Context: an optimization exercise on an open-source flow, tuned for small area, a short achievable clock period and few clock cycles per item. The choices shown serve that exercise and are no tape-out recipe.
In this exercise RTL edits were held to simulation tests only and were not proved equivalent to the original.
Power and IR drop assume default switching activity.

==> inputs of job 9203 <==
==> flow/design.v <==
module ex_stage #(
    parameter int K = 8
) (
    input  logic        clk,
    input  logic        rst,
    input  logic        id_ex_valid,
    input  logic [31:0] id_ex_pc,
    input  logic [31:0] id_ex_rs1_data,
    input  logic [31:0] id_ex_rs2_data,
    input  logic [31:0] id_ex_imm,
    input  logic        id_ex_alu_src,
    input  logic [3:0]  id_ex_alu_op,
    input  logic        id_ex_branch,
    input  logic [2:0]  id_ex_funct3,
    input  logic [4:0]  id_ex_rd,
    input  logic        id_ex_reg_write,
    input  logic        id_ex_mem_read,
    input  logic        id_ex_mem_write,
    input  logic        id_ex_mem_to_reg,
    input  logic [1:0]  forwardA,
    input  logic [1:0]  forwardB,
    input  logic [31:0] mem_wb_fwd_data,
    input  logic        mem_stall,
    input  logic        flush,
    output logic        ex_busy,
    output logic        ex_mem_valid,
    output logic        ex_mem_reg_write,
    output logic        ex_mem_mem_read,
    output logic        ex_mem_mem_write,
    output logic        ex_mem_mem_to_reg,
    output logic [31:0] ex_mem_alu_result,
    output logic [31:0] ex_mem_store_data,
    output logic [4:0]  ex_mem_rd,
    output logic        ex_mem_branch_taken,
    output logic [31:0] ex_mem_branch_target
);
    localparam int NS    = (32 + K - 1) / K;      
    localparam int CW    = (NS > 1) ? $clog2(NS) : 1;
    localparam int LW    = K * (NS - 1);           
    localparam int LWR   = (LW > 0) ? LW : 1;
    localparam int BW    = K * NS;                 
    logic [31:0] opa, fwdb, opb;
    always_comb begin
        case (forwardA)
            2'b01:   opa = ex_mem_alu_result;
            2'b10:   opa = mem_wb_fwd_data;
            default: opa = id_ex_rs1_data;
        endcase
        case (forwardB)
            2'b01:   fwdb = ex_mem_alu_result;
            2'b10:   fwdb = mem_wb_fwd_data;
            default: fwdb = id_ex_rs2_data;
        endcase
        opb = id_ex_alu_src ? id_ex_imm : fwdb;
    end
    logic        is_sub;
    logic [32:0] sum;
    logic        ltu, lts;
    logic [31:0] sh_in, sh_out, sh_rev;
    logic        sh_left, sh_fill;
    logic [31:0] alu_res;
    assign is_sub = (id_ex_alu_op != 4'd0);
    assign sum    = {1'b0, opa} + {1'b0, is_sub ? ~opb : opb} + {32'd0, is_sub};
    assign ltu    = ~sum[32];
    assign lts    = (opa[31] ^ opb[31]) ? opa[31] : sum[31];
    assign sh_left = (id_ex_alu_op == 4'd5);
    assign sh_fill = (id_ex_alu_op == 4'd7) & opa[31];
    always_comb begin
        for (int i = 0; i < 32; i++) sh_rev[i] = opa[31-i];
    end
    assign sh_in  = sh_left ? sh_rev : opa;
    assign sh_out = $unsigned({{32{sh_fill}}, sh_in} >> opb[4:0]);
    logic [CW-1:0]   cnt_q;
    logic            last_q;
    logic [31:0]     hi_q;
    logic [LWR-1:0]  lo_q;
    logic [BW-1:0]   bpad;
    logic [K-1:0]    bsl;
    logic [32+K-1:0] t;
    logic [63:0]     prod;
    logic            is_mul;
    assign is_mul = id_ex_alu_op[3] & id_ex_alu_op[1];    
    assign bpad   = BW'(opb);
    assign bsl    = bpad[cnt_q*K +: K];
    assign t      = {{K{1'b0}}, hi_q} + opa * bsl;
    generate
        if (NS > 1) begin : g_prod
            assign prod = 64'({t, lo_q[LWR-1 -: LW]});
        end else begin : g_prod1
            assign prod = 64'(t);
        end
    endgenerate
    always_comb begin
        case (id_ex_alu_op)
            4'd0, 4'd1: alu_res = sum[31:0];
            4'd2:       alu_res = opa & opb;
            4'd3:       alu_res = opa | opb;
            4'd4:       alu_res = opa ^ opb;
            4'd5:       for (int i = 0; i < 32; i++) alu_res[i] = sh_out[31-i];
            4'd6, 4'd7: alu_res = sh_out;
            4'd8:       alu_res = {31'd0, lts};
            4'd9:       alu_res = {31'd0, ltu};
            4'd10:      alu_res = prod[31:0];
            4'd11:      alu_res = prod[63:32];
            default:    alu_res = opb;
        endcase
    end
    logic br_eq, br_ltu, br_lts, br_cond;
    assign br_eq  = (opa == fwdb);
    assign br_ltu = (opa < fwdb);
    assign br_lts = (opa[31] ^ fwdb[31]) ? opa[31] : br_ltu;
    always_comb begin
        case (id_ex_funct3[2:1])
            2'b00:   br_cond = br_eq;
            2'b10:   br_cond = br_lts;
            default: br_cond = br_ltu;
        endcase
        br_cond = br_cond ^ id_ex_funct3[0];
    end
    logic accept, mul_step;
    assign ex_busy  = is_mul & ~last_q;
    assign accept   = id_ex_valid & ~ex_busy & ~mem_stall & ~flush;
    assign mul_step = id_ex_valid & is_mul & ~last_q & ~flush;
    always_ff @(posedge clk) begin
        if (rst || flush || !id_ex_valid || accept) begin
            cnt_q  <= '0;
            last_q <= (NS == 1);
            hi_q   <= '0;
        end else if (mul_step) begin
            cnt_q  <= cnt_q + CW'(1);
            last_q <= (cnt_q == CW'(NS - 2));
            hi_q   <= t[32+K-1:K];
        end
    end
    generate
        if (NS > 2) begin : g_lo
            always_ff @(posedge clk) begin
                if (mul_step) lo_q <= {t[K-1:0], lo_q[LWR-1:K]};
            end
        end else if (NS == 2) begin : g_lo2
            always_ff @(posedge clk) begin
                if (mul_step) lo_q <= t[K-1:0];
            end
        end else begin : g_lo1
            assign lo_q = '0;
        end
    endgenerate
    logic        valid_q, rw_q, mr_q, mw_q, m2r_q, taken_q;
    logic [31:0] result_q, store_q, target_q;
    logic [4:0]  rd_q;
    always_ff @(posedge clk) begin
        if (rst || flush) begin
            valid_q <= 1'b0;
            rw_q    <= 1'b0;
            mr_q    <= 1'b0;
            mw_q    <= 1'b0;
            m2r_q   <= 1'b0;
            taken_q <= 1'b0;
        end else if (!mem_stall) begin
            valid_q <= accept;
            rw_q    <= accept & id_ex_reg_write;
            mr_q    <= accept & id_ex_mem_read;
            mw_q    <= accept & id_ex_mem_write;
            m2r_q   <= accept & id_ex_mem_to_reg;
            taken_q <= accept & id_ex_branch & br_cond;
        end
    end
    always_ff @(posedge clk) begin
        if (accept) begin
            result_q <= alu_res;
            store_q  <= fwdb;
            rd_q     <= id_ex_rd;
            target_q <= id_ex_pc + id_ex_imm;
        end
    end
    assign ex_mem_valid         = valid_q;
    assign ex_mem_reg_write     = rw_q;
    assign ex_mem_mem_read      = mr_q;
    assign ex_mem_mem_write     = mw_q;
    assign ex_mem_mem_to_reg    = m2r_q;
    assign ex_mem_alu_result    = result_q;
    assign ex_mem_store_data    = store_q;
    assign ex_mem_rd            = rd_q;
    assign ex_mem_branch_taken  = taken_q;
    assign ex_mem_branch_target = target_q;
endmodule
==> flow/run.sh <==
#!/bin/bash
# synth_recipe.tcl (not shown) runs the flow's synth.tcl, then flattens the netlist and writes it again
# the make line also repeats each setting of config.mk as NAME=value (left out here)
make -C /OpenROAD-flow-scripts/flow DESIGN_CONFIG=/design/flow/config.mk WORK_HOME=/design/flow/orfs CLKGATE_MAP_FILE= SYNTH_SCRIPT=/design/flow/synth_recipe.tcl finish
==> flow/config.mk <==
export PLATFORM = sky130hd
export DESIGN_NAME = ex_stage
export DESIGN_NICKNAME = ex_stage
export VERILOG_FILES = /design/flow/design.v
export SDC_FILE = /design/flow/constraint.sdc
export NUM_CORES = 4
export LEC_CHECK = 0
export CAP_MARGIN = 20
export CORE_MARGIN = 2
export CORE_UTILIZATION = 30
export SETUP_SLACK_MARGIN = 5
export SLEW_MARGIN = 20
==> flow/constraint.sdc <==
create_clock -name core_clock -period 18.0 [get_ports {clk}]
set_input_delay 3.6000 -clock core_clock [delete_from_list [all_inputs] [get_ports {clk}]]
set_output_delay 3.6000 -clock core_clock [all_outputs]
set_load 0.01 [all_outputs]
==> inputs of job 4027, as changes to job 9203 <==
==> flow/flow/run.sh (new file) <==
#!/bin/bash
# Standard synthesis, then the standard layout with timing repair aimed
# below the clock period (setup margin), so the achieved period shrinks.
set -euo pipefail
MARGIN=$(cat flow/margin.txt)
bash standard.sh synth > synth.log 2>&1
bash standard.sh SETUP_SLACK_MARGIN=$MARGIN finish > layout.log 2>&1
==> flow/flow/margin.txt (new file) <==
9
==> flow/standard.sh (new file) <==
#!/bin/bash
# synth_recipe.tcl (not shown) runs the flow's synth.tcl, then flattens the netlist and writes it again
# the make line also repeats each setting of config.mk as NAME=value (left out here)
make -C /OpenROAD-flow-scripts/flow DESIGN_CONFIG=/design/flow/config.mk WORK_HOME=/design/flow/orfs CLKGATE_MAP_FILE= SYNTH_SCRIPT=/design/flow/synth_recipe.tcl "${@:-finish}"
--- a/flow/config.mk
+++ b/flow/config.mk
@@ -8,5 +8,4 @@
 export CAP_MARGIN = 20
 export CORE_MARGIN = 2
 export CORE_UTILIZATION = 30
-export SETUP_SLACK_MARGIN = 5
 export SLEW_MARGIN = 20
removed: flow/run.sh
==> notes.md <==
item	job 9203	job 4027
Worst supply voltage drop on vdd	0.09965 mV	0.1401 mV
Sequential fraction of design power	0.134	0.091
Insertion delay of the later-clocked pin in the worst-skew pair	0.52 ns	0.53 ns
Reg2Reg Setup Slack	9.51 ns	10.91 ns
Clock-cell share of area	0.01967	0.01624
Pin count of the biggest net entering global routing	73	67
Outcome	complete, no violations	complete, no violations
GR met2 Demand/Resource	0.4214	0.4603
Multi-input gate area	18300 um2	20900 um2
Met3 layer usage reported by global route	0.05061	0.08369
Count of cell instances traversed by the critical path	27	32
DR vias/cell	5.662	5.903
Actual transition at the worst max-transition pin	1.142 ns	1.215 ns
Clock buf count	19	18
Layout fillers	8525	7894
Crit path top cell by count	inv_1	fa_1
Arrival time at the worst endpoint	12.62 ns	10.43 ns
Testbench counts of job 9203, summed over its fixed seeds: cycles 25,557, instructions 16,000.
Testbench counts of job 4027, summed over its fixed seeds: cycles 25,557, instructions 16,000.

re-timing with driven ports:
How much do the figures lean on ideal ports? The routed layouts below were timed once more, with nothing changed but the port constraints.
Step 1: set_driving_cell puts a clkbuf_16 on clk and a buf_2 on each other input, an assumption about the parent block.
Step 2 moves the port delays by t, midway between the first and last clock arrival at a register: inputs arrive t later, outputs are due t later. That takes back most of the time a late clock gives input paths.
Slacks: no drivers / after step 1 / after step 2; pairs: no drivers / after step 1.
run | t (ns) | setup WS [ns] | clock arrival spread, ns
job 9203 | 0.569 | 5.628 / 5.653 / 5.084 | 0.012 / 0.011
job 4027 | 0.586 | 7.851 / 7.857 / 7.271 | 0.018 / 0.018
After both steps setup and hold are still met in every run listed. The setup slack of job 4027, which loses most, moves by +0.006 ns with the drivers and by -0.580 ns with both steps.
